Context: an optimization exercise on an open-source flow, tuned for small area, a short achievable clock period and few clock cycles per item. The choices shown serve that exercise and are no tape-out recipe.
Only simulation tests tie the RTL to the original design; equivalence was not proved.
Power and IR drop assume default switching activity.

==> flow/design.v <==
`timescale 1ns/1ps
package des_pkg;
  typedef enum logic [1:0] {IDLE, ROUND, DONE} ctrl_state_e;
  typedef enum logic {MODE_ENC, MODE_DEC} des_mode_e;
  typedef logic [1:64]  block_t;
  typedef logic [1:32]   half_t;
  typedef logic [1:48] subkey_t;
  typedef logic [5-1:0] round_t;
  localparam logic [511:0] IP_TAB_P = {
    256'h3a322a221a120a023c342c241c140c043e362e261e160e064038302820181008,
    256'h39312921191109013b332b231b130b033d352d251d150d053f372f271f170f07};
  function automatic int IP_AT(input int i);
    IP_AT = IP_TAB_P[(64 - i) * 8 +: 8];
  endfunction
  localparam logic [511:0] FP_TAB_P = {
    256'h280830103818402027072f0f37173f1f26062e0e36163e1e25052d0d35153d1d,
    256'h24042c0c34143c1c23032b0b33133b1b22022a0a32123a1a2101290931113919};
  function automatic int FP_AT(input int i);
    FP_AT = FP_TAB_P[(64 - i) * 8 +: 8];
  endfunction
  localparam logic [383:0] E_TAB_P = {
    256'h20010203040504050607080908090a0b0c0d0c0d0e0f10111011121314151415,
    128'h1617181918191a1b1c1d1c1d1e1f2001};
  function automatic int E_AT(input int i);
    E_AT = E_TAB_P[(48 - i) * 8 +: 8];
  endfunction
  localparam logic [255:0] P_TAB_P = {
    256'h100714151d0c1c11010f171a05121f0a0208180e201b0309130d1e06160b0419};
  function automatic int P_AT(input int i);
    P_AT = P_TAB_P[(32 - i) * 8 +: 8];
  endfunction
  localparam logic [447:0] PC1_TAB_P = {
    256'h39312921191109013a322a221a120a023b332b231b130b033c342c243f372f27,
    192'h1f170f073e362e261e160e063d352d251d150d051c140c04};
  function automatic int PC1_AT(input int i);
    PC1_AT = PC1_TAB_P[(56 - i) * 8 +: 8];
  endfunction
  localparam logic [383:0] PC2_TAB_P = {
    256'h0e110b180105031c0f06150a17130c041a0810071b140d0229341f252f371e28,
    128'h332d21302c31273822352e2a32241d20};
  function automatic int PC2_AT(input int i);
    PC2_AT = PC2_TAB_P[(48 - i) * 8 +: 8];
  endfunction
  localparam logic [2047:0] SBOX_TAB_P = {
    256'he4d12fb83a6c59070f74e2d1a6cb953841e8d62bfc973a50fc8249175b3ea06d,
    256'hf18e6b34972dc05a3d47f28ec01a69b50e7ba4d158c6932fd8a13f42b67c05e9,
    256'ha09e63f51dc7b428d709346a285ecbf1d6498f30b12c5ae71ad069874fe3b52c,
    256'h7de3069a1285bc4fd8b56f03472c1ae9a690cb7df13e52843f06a1d8945bc72e,
    256'h2c417ab6853fd0e9eb2c47d150fa3986421bad78f9c5630eb8c71e2d6f09a453,
    256'hc1af92680d34e75baf427c9561de0b389ef528c3704a1db6432c95fabe17608d,
    256'h4b2ef08d3c975a61d0b7491ae35c2f8614bdc37eaf6805926bd814a7950fe23c,
    256'hd2846fb1a93e50c71fd8a374c56b0e927b419ce206adf35821e74a8dfc90356b};
  function automatic logic [3:0] SBOX_AT(input int box, input logic [5:0] idx);
    SBOX_AT = SBOX_TAB_P[(511 - ((box - 1) * 64 + idx)) * 4 +: 4];
  endfunction
  localparam logic [31:0] SHIFT_TAB_P = 32'b01_01_10_10_10_10_10_10_01_10_10_10_10_10_10_01;
  function automatic logic [1:0] SHIFT_AT(input int i);
    SHIFT_AT = SHIFT_TAB_P[(16 - i) * 2 +: 2];
  endfunction
endpackage
`timescale 1ns/1ps
`timescale 1ns/1ps
`timescale 1ns/1ps
`timescale 1ns/1ps
`timescale 1ns/1ps
module des_core (
  input  logic            clk,
  input  logic            rst,
  input  logic            start,
  input  logic            decrypt,
  input  des_pkg::block_t block_in,
  input  des_pkg::block_t key_in,
  output logic            busy,
  output logic            done,
  output des_pkg::block_t block_out
);
  logic        busy_q;
  logic        done_q;
  logic [3:0]  cnt_q;
  logic        dec_q;
  logic [1:32] l_q, r_q;
  logic [1:28] c_q, d_q;
  always_ff @(posedge clk) begin
    if (rst) begin
      busy_q <= 1'b0;
      done_q <= 1'b0;
      cnt_q  <= 4'd0;
    end else begin
      done_q <= busy_q && (cnt_q == 4'd15);
      if (!busy_q) begin
        cnt_q <= 4'd0;
        if (start) busy_q <= 1'b1;
      end else begin
        cnt_q <= cnt_q + 4'd1;
        if (cnt_q == 4'd15) busy_q <= 1'b0;
      end
    end
  end
  always_ff @(posedge clk) begin
    if (!busy_q) dec_q <= decrypt;
  end
  assign busy = busy_q;
  assign done = done_q;
  logic [1:56] pc1_k;
  logic [1:28] c_src, d_src, c_nxt, d_nxt;
  logic        rot_left, rot_two;
  always_comb begin
    for (int i = 1; i <= 56; i++) pc1_k[i] = key_in[des_pkg::PC1_AT(i)];
  end
  assign c_src = busy_q ? c_q : {pc1_k[28], pc1_k[1:27]};
  assign d_src = busy_q ? d_q : {pc1_k[56], pc1_k[29:55]};
  assign rot_left = busy_q ? !dec_q : 1'b1;
  assign rot_two  = busy_q ? !(cnt_q == 4'd0 || cnt_q == 4'd7 || cnt_q == 4'd14) : !decrypt;
  always_comb begin
    if (rot_left) begin
      c_nxt = rot_two ? {c_src[3:28], c_src[1:2]} : {c_src[2:28], c_src[1]};
      d_nxt = rot_two ? {d_src[3:28], d_src[1:2]} : {d_src[2:28], d_src[1]};
    end else begin
      c_nxt = rot_two ? {c_src[27:28], c_src[1:26]} : {c_src[28], c_src[1:27]};
      d_nxt = rot_two ? {d_src[27:28], d_src[1:26]} : {d_src[28], d_src[1:27]};
    end
  end
  always_ff @(posedge clk) begin
    c_q <= c_nxt;
    d_q <= d_nxt;
  end
  logic [1:56] cd;
  logic [1:48] subkey, x_mix;
  logic [1:32] s_out, f_out;
  assign cd = {c_q, d_q};
  always_comb begin
    for (int i = 1; i <= 48; i++) begin
      subkey[i] = cd[des_pkg::PC2_AT(i)];
      x_mix[i]  = r_q[des_pkg::E_AT(i)] ^ subkey[i];
    end
  end
  always_comb begin : sbox_lookup
    logic [5:0] grp;
    for (int s = 0; s < 8; s++) begin
      grp = x_mix[6*s+1 +: 6];
      s_out[4*s+1 +: 4] = des_pkg::SBOX_AT(s+1, {grp[5], grp[0], grp[4:1]});
    end
  end
  always_comb begin
    for (int i = 1; i <= 32; i++) f_out[i] = s_out[des_pkg::P_AT(i)];
  end
  logic [1:64] ip_blk, pre_out;
  always_comb begin
    for (int i = 1; i <= 64; i++) ip_blk[i] = block_in[des_pkg::IP_AT(i)];
  end
  always_ff @(posedge clk) begin
    l_q <= busy_q ? r_q : ip_blk[1:32];
    r_q <= (busy_q ? l_q : ip_blk[33:64]) ^ (f_out & {32{busy_q}});
  end
  assign pre_out = {r_q, l_q};
  always_comb begin
    for (int i = 1; i <= 64; i++) block_out[i] = pre_out[des_pkg::FP_AT(i)];
  end
endmodule
==> flow/config.mk <==
export PLATFORM = sky130hd
export DESIGN_NAME = des_core
export DESIGN_NICKNAME = des_core
export VERILOG_FILES = /design/flow/design.v
export SDC_FILE = /design/flow/constraint.sdc
export NUM_CORES = 4
export LEC_CHECK = 0
export CAP_MARGIN = 20
export CORE_MARGIN = 2
export CORE_UTILIZATION = 62
export CTS_BUF_LIST = sky130_fd_sc_hd__clkbuf_4 sky130_fd_sc_hd__clkbuf_8
export SETUP_SLACK_MARGIN = 3.3
export SLEW_MARGIN = 20
==> flow/constraint.sdc <==
create_clock -name core_clock -period 5.5 [get_ports {clk}]
set_input_delay 1.1000 -clock core_clock [delete_from_list [all_inputs] [get_ports {clk}]]
set_output_delay 1.1000 -clock core_clock [all_outputs]
set_load 0.01 [all_outputs]
standard.sh (not shown) runs the stock make flow with config.mk's settings and CLKGATE_MAP_FILE= SYNTH_SCRIPT=/design/flow/synth_recipe.tcl, a recipe that flattens the netlist after the stock synthesis.
==> flow/flow/run.sh <==
#!/bin/bash
# Own flow: the standard layout (standard.sh) with three changes.
#  - Synthesis: ABC maps for area (area.abc: strash; dch -f; map -a) in place of
#    ORFS's speed script, which sizes every gate up for a 5.5 ps target (the
#    SDC period in ns read as ps). repair_timing sizes the real critical paths
#    after placement instead.
#  - Synthesis: Yosys's adder extraction is skipped, so the XORs stay with ABC.
#  - Placement: the port buffers are buf_1 instead of the resizer's own pick.
# Registers, their names and cells are those of the standard synthesis.
# Each tool's full output is in orfs/logs/; make's own output in flow_make.log.
set -euo pipefail
W=$(pwd)
F=$W/flow
cat > "$W/own_synth.tcl" <<EOT
proc abc {args} {
  set i [lsearch \$args -script]
  if {\$i >= 0} { lset args [expr {\$i + 1}] $F/area.abc }
  yosys abc {*}\$args
}
proc extract_fa {args} { puts "own flow: adder extraction skipped" }
source $W/synth_recipe.tcl
EOT
bash "$W/standard.sh" SYNTH_SCRIPT="$W/own_synth.tcl" \
  "BUFFER_PORTS_ARGS=-buffer_cell sky130_fd_sc_hd__buf_1" finish > "$W/flow_make.log" 2>&1
==> flow/flow/area.abc <==
strash
dch -f
map -a
Testbench counts at the start, summed over its fixed seeds: cycles 34,824, blocks 2,048.
Edit:
- CORE_UTILIZATION: 62 -> 55
Effect: Wire length went down by 5.5%; die area went up by 12%; sequential power barely changes; worst setup slack gains 0.056 ns; cell area went down by 0.54%; sequential share of layout area went up by 0.19 points; critical path depth went down by 13; flip-flop and latch count is unchanged.
Edit:
--- a/flow/flow/run.sh
+++ b/flow/flow/run.sh
@@ -3 +3 @@
-#  - Synthesis: ABC maps for area (area.abc: strash; dch -f; map -a) in place of
+#  - Synthesis: ABC maps for area (area.abc: strash; dch -f; map -a, twice) in place of
==> flow/flow/area.abc (replaced) <==
strash
dch -f
map -a
strash
dch -f
map -a
- CORE_UTILIZATION: 55 -> 50
After rerunning: Synthesized cell count falls by 5.3%. Non-clock buffer count rises by 4. Clock power rises by 12%. Wire length rises by 0.75%. Combinational power falls by 6.2%. Worst setup slack degrades by 0.0033 ns. Synthesized area falls by 1.2%. Worst hold slack improves by 0.030 ns. Clock-buffer cell count falls by 2.
Edit:
- CORE_UTILIZATION: 50 -> 55
Result:
- routed wire length goes down by 5.3%
- clock skew goes down by 0.0044 ns
- global-route usage goes up by 1.4 points
- area after synthesis is unchanged
- critical path depth is unchanged
- hold slack is worse by 0.0036 ns
- die area goes down by 8.8%

-- static timing again, ports no longer ideal --
In the flow no input, the clock included, has a driving cell. The finished layouts below were timed again as built, in two steps.
Step 1 (the two cells are an assumption about what drives the block):
set clk [get_ports {clk}]
set_driving_cell -lib_cell sky130_fd_sc_hd__clkbuf_16 $clk
set_driving_cell -lib_cell sky130_fd_sc_hd__buf_2 [delete_from_list [all_inputs] $clk]
Step 2, shift: input delay + t, output delay - t, t = (earliest + latest rising clock arrival at the registers) / 2. This alone moves slack from input paths to output paths.
a / b / c = no drivers / after step 1 / after step 2; a / b = the first two.
run	t (ns)	setup WS [ns]	hold slack, ns	slew at the worst register clock pin (ns)	worst slew at a driven data input, ns
the first run	0.522	3.262 / 3.244 / 3.102	0.452 / 0.452 / 0.452	0.09 / 0.09	0.05
the second run	0.485	3.317 / 3.278 / 3.076	0.453 / 0.453 / 0.453	0.08 / 0.08	0.05
the third run	0.496	3.314 / 3.270 / 2.981	0.484 / 0.484 / 0.484	0.09 / 0.09	0.05
the fourth run	0.492	3.299 / 3.258 / 2.928	0.480 / 0.480 / 0.480	0.08 / 0.08	0.05
After both steps setup and hold are still met in every run listed. For the fourth run, which loses most, drivers alone change the setup slack by -0.041 ns; drivers and shift together by -0.371 ns.
